This design comes from an exercise in tuning for small area on the open sky130 flow, not from production work.
The RTL was checked by simulation tests, not by an equivalence proof against the original design.
Power is estimated from default activity; no workload was simulated.

== old ==
==> flow/design.v <==
module residual_add_pack #(
    parameter int DATA_WIDTH = 16,
    parameter int SEQ_LEN    = 8,
    parameter int EMB_DIM    = 8
) (
    input  logic                                      clk,
    input  logic                                      rst_n,
    input  logic                                      in_valid,
    output logic                                      in_ready,
    input  logic [DATA_WIDTH-1:0]                     in_a,
    input  logic [DATA_WIDTH-1:0]                     in_b,
    input  logic                                      in_last,
    output logic [DATA_WIDTH*SEQ_LEN*EMB_DIM-1:0]     x_out,
    output logic                                      ln_start,
    input  logic                                      ln_done,
    output logic                                      frame_err,
    output logic [$clog2(SEQ_LEN*EMB_DIM):0]          ovf_cnt
);
    localparam int N     = SEQ_LEN * EMB_DIM;
    localparam int IDX_W = $clog2(N);
    localparam int CNT_W = $clog2(N) + 1;
    localparam logic [IDX_W-1:0]      LAST_IDX = IDX_W'(N - 1);
    localparam logic [DATA_WIDTH-1:0] MAX_VAL  = {1'b0, {(DATA_WIDTH-1){1'b1}}};
    localparam logic [DATA_WIDTH-1:0] MIN_VAL  = {1'b1, {(DATA_WIDTH-1){1'b0}}};
    logic                          ready;     
    logic                          launch;    
    logic [IDX_W-1:0]              idx;
    logic [DATA_WIDTH*N-1:0]       frame_buf;
    logic [DATA_WIDTH:0]           sum_ext;
    logic                          overflow;
    logic [DATA_WIDTH-1:0]         store_val;
    logic                          accept;
    logic                          is_last;
    logic [DATA_WIDTH:0]           c, c0, c1;
    logic [DATA_WIDTH-1:0]         s, s0, s1;
    always_comb begin
        c  = '0;
        c0 = '0;
        c1 = '0;
        s  = '0;
        s0 = '0;
        s1 = '0;
        c[0] = 1'b0;
        for (int i = 0; i < 4; i++) begin
            s[i]   = in_a[i] ^ in_b[i] ^ c[i];
            c[i+1] = (in_a[i] & in_b[i]) | (in_a[i] & c[i]) | (in_b[i] & c[i]);
        end
        c0[4] = 1'b0;
        c1[4] = 1'b1;
        for (int i = 4; i < 8; i++) begin
            s0[i]   = in_a[i] ^ in_b[i] ^ c0[i];
            s1[i]   = in_a[i] ^ in_b[i] ^ c1[i];
            c0[i+1] = (in_a[i] & in_b[i]) | (in_a[i] & c0[i]) | (in_b[i] & c0[i]);
            c1[i+1] = (in_a[i] & in_b[i]) | (in_a[i] & c1[i]) | (in_b[i] & c1[i]);
            s[i]    = c[4] ? s1[i] : s0[i];
            c[i+1]  = c[4] ? c1[i+1] : c0[i+1];
        end
        c0[8] = 1'b0;
        c1[8] = 1'b1;
        for (int i = 8; i < 12; i++) begin
            s0[i]   = in_a[i] ^ in_b[i] ^ c0[i];
            s1[i]   = in_a[i] ^ in_b[i] ^ c1[i];
            c0[i+1] = (in_a[i] & in_b[i]) | (in_a[i] & c0[i]) | (in_b[i] & c0[i]);
            c1[i+1] = (in_a[i] & in_b[i]) | (in_a[i] & c1[i]) | (in_b[i] & c1[i]);
            s[i]    = c[8] ? s1[i] : s0[i];
            c[i+1]  = c[8] ? c1[i+1] : c0[i+1];
        end
        c0[12] = 1'b0;
        c1[12] = 1'b1;
        for (int i = 12; i < 16; i++) begin
            s0[i]   = in_a[i] ^ in_b[i] ^ c0[i];
            s1[i]   = in_a[i] ^ in_b[i] ^ c1[i];
            c0[i+1] = (in_a[i] & in_b[i]) | (in_a[i] & c0[i]) | (in_b[i] & c0[i]);
            c1[i+1] = (in_a[i] & in_b[i]) | (in_a[i] & c1[i]) | (in_b[i] & c1[i]);
            s[i]    = c[12] ? s1[i] : s0[i];
            c[i+1]  = c[12] ? c1[i+1] : c0[i+1];
        end
        overflow  = c[DATA_WIDTH] ^ c[DATA_WIDTH-1];
        sum_ext   = {overflow ^ s[DATA_WIDTH-1], s};
        store_val = overflow ? (sum_ext[DATA_WIDTH] ? MIN_VAL : MAX_VAL)
                             : sum_ext[DATA_WIDTH-1:0];
    end
    assign in_ready = ready;
    assign ln_start = launch;
    assign accept   = in_valid && ready;
    assign is_last  = (idx == LAST_IDX);
    assign x_out    = frame_buf;
    logic [DATA_WIDTH*N-1:0] shift_in;
    logic                    hold_n;
    assign shift_in = {store_val, frame_buf[DATA_WIDTH*N-1:DATA_WIDTH]};
    always_ff @(posedge clk) begin
        frame_buf <= (shift_in & {(DATA_WIDTH*N){accept}})
                   | (frame_buf & {(DATA_WIDTH*N){~in_valid | hold_n}});
    end
    always_ff @(posedge clk or negedge rst_n) begin
        if (!rst_n) begin
            ready     <= 1'b1;
            hold_n    <= 1'b0;
            launch    <= 1'b0;
            idx       <= '0;
            frame_err <= 1'b0;
            ovf_cnt   <= '0;
        end else begin
            frame_err <= 1'b0;
            launch    <= 1'b0;
            if (accept) begin
                frame_err <= (in_last != is_last);
                if (overflow) begin
                    ovf_cnt <= ovf_cnt + 1'b1;
                end
                idx <= idx + 1'b1;
                if (is_last) begin
                    ready  <= 1'b0;
                    hold_n <= 1'b1;
                    launch <= 1'b1;
                end
            end else if (!ready && !launch && ln_done) begin
                ready   <= 1'b1;
                hold_n  <= 1'b0;
                ovf_cnt <= '0;
            end
        end
    end
endmodule
==> flow/config.mk <==
export PLATFORM = sky130hd
export DESIGN_NAME = residual_add_pack
export DESIGN_NICKNAME = residual_add_pack
export VERILOG_FILES = /design/flow/design.v
export SDC_FILE = /design/flow/constraint.sdc
export NUM_CORES = 4
export LEC_CHECK = 0
export CAP_MARGIN = 20
export CORE_AREA = 5 5 225 225
export DIE_AREA = 0 0 230 230
export PLACE_DENSITY = 0.8
export SLEW_MARGIN = 20
==> flow/constraint.sdc <==
create_clock -name core_clock -period 4.0 [get_ports {clk}]
set_input_delay 0.8000 -clock core_clock [delete_from_list [all_inputs] [get_ports {clk}]]
set_output_delay 0.8000 -clock core_clock [all_outputs]
set_load 0.01 [all_outputs]
standard.sh (not shown) runs the stock make flow with config.mk's settings and CLKGATE_MAP_FILE= SYNTH_SCRIPT=/design/flow/synth_recipe.tcl, a recipe that flattens the netlist after the stock synthesis.
==> flow/flow/run.sh <==
#!/bin/bash
# Standard ORFS layout, with the port buffers made from the smallest buffer cell and a
# clock tree built from small clock buffers. Each tool's log stays under orfs/logs.
set -euo pipefail
export BUFFER_PORTS_ARGS="-buffer_cell sky130_fd_sc_hd__buf_1"
export PLACE_PINS_ARGS="-min_distance 1 -min_distance_in_tracks"
export CTS_ARGS="-sink_clustering_enable -repair_clock_nets -dont_use_dummy_load -buf_list {sky130_fd_sc_hd__clkbuf_4} -sink_clustering_size 10 -sink_clustering_max_diameter 60"
bash standard.sh > make.log 2>&1
Inputs modified between old and new:
--- a/flow/design.v
+++ b/flow/design.v
@@ -41,39 +41,29 @@
         s0 = '0;
         s1 = '0;
         c[0] = 1'b0;
-        for (int i = 0; i < 4; i++) begin
+        for (int i = 0; i < 5; i++) begin
             s[i]   = in_a[i] ^ in_b[i] ^ c[i];
             c[i+1] = (in_a[i] & in_b[i]) | (in_a[i] & c[i]) | (in_b[i] & c[i]);
         end
-        c0[4] = 1'b0;
-        c1[4] = 1'b1;
-        for (int i = 4; i < 8; i++) begin
+        c0[5] = 1'b0;
+        c1[5] = 1'b1;
+        for (int i = 5; i < 10; i++) begin
             s0[i]   = in_a[i] ^ in_b[i] ^ c0[i];
             s1[i]   = in_a[i] ^ in_b[i] ^ c1[i];
             c0[i+1] = (in_a[i] & in_b[i]) | (in_a[i] & c0[i]) | (in_b[i] & c0[i]);
             c1[i+1] = (in_a[i] & in_b[i]) | (in_a[i] & c1[i]) | (in_b[i] & c1[i]);
-            s[i]    = c[4] ? s1[i] : s0[i];
-            c[i+1]  = c[4] ? c1[i+1] : c0[i+1];
+            s[i]    = c[5] ? s1[i] : s0[i];
+            c[i+1]  = c[5] ? c1[i+1] : c0[i+1];
         end
-        c0[8] = 1'b0;
-        c1[8] = 1'b1;
-        for (int i = 8; i < 12; i++) begin
+        c0[10] = 1'b0;
+        c1[10] = 1'b1;
+        for (int i = 10; i < 16; i++) begin
             s0[i]   = in_a[i] ^ in_b[i] ^ c0[i];
             s1[i]   = in_a[i] ^ in_b[i] ^ c1[i];
             c0[i+1] = (in_a[i] & in_b[i]) | (in_a[i] & c0[i]) | (in_b[i] & c0[i]);
             c1[i+1] = (in_a[i] & in_b[i]) | (in_a[i] & c1[i]) | (in_b[i] & c1[i]);
-            s[i]    = c[8] ? s1[i] : s0[i];
-            c[i+1]  = c[8] ? c1[i+1] : c0[i+1];
-        end
-        c0[12] = 1'b0;
-        c1[12] = 1'b1;
-        for (int i = 12; i < 16; i++) begin
-            s0[i]   = in_a[i] ^ in_b[i] ^ c0[i];
-            s1[i]   = in_a[i] ^ in_b[i] ^ c1[i];
-            c0[i+1] = (in_a[i] & in_b[i]) | (in_a[i] & c0[i]) | (in_b[i] & c0[i]);
-            c1[i+1] = (in_a[i] & in_b[i]) | (in_a[i] & c1[i]) | (in_b[i] & c1[i]);
-            s[i]    = c[12] ? s1[i] : s0[i];
-            c[i+1]  = c[12] ? c1[i+1] : c0[i+1];
+            s[i]    = c[10] ? s1[i] : s0[i];
+            c[i+1]  = c[10] ? c1[i+1] : c0[i+1];
         end
         overflow  = c[DATA_WIDTH] ^ c[DATA_WIDTH-1];
         sum_ext   = {overflow ^ s[DATA_WIDTH-1], s};
Results
Going from old to new, smallest setup slack after layout lower, per-instance average area after synthesis roughly the same, design internal power higher, cell area roughly the same. Re number of distinct library cells after synthesis: new and old aren't equal, and the lower value belongs to new. For old, the critical path's slowest cell was sky130_fd_sc_hd__or4_1, unlike new, where it was sky130_fd_sc_hd__fa_2.

[what the ideal ports hide]
Ports are ideal in the flow. The routed layouts listed here were re-timed in OpenROAD. Step 1 sets driving cells, clkbuf_16 on the clock port and buf_2 on the other inputs (assumed; they add their load-dependent delay and slew). Step 2 moves the port delays by t, midway between the first and last clock arrival at a register: inputs arrive t later, outputs are due t later. That takes back most of the time a late clock gives input paths. Slacks: no drivers / after step 1 / after step 2; pairs: no drivers / after step 1.
run	shift t [ns]	setup WS [ns]	worst setup path at the end	worst data-port slew with drivers (ns)	cell pins on the clock port's net
old	0.938	0.395 / 0.413 / -0.525	input to register	0.12	1
new	0.914	0.254 / 0.279 / -0.636	input to register	0.13	1
With both steps, setup timing fails in old and new, where it was met with ideal ports. For old, which loses most, drivers alone change the setup slack by +0.018 ns; drivers and shift together by -0.920 ns.
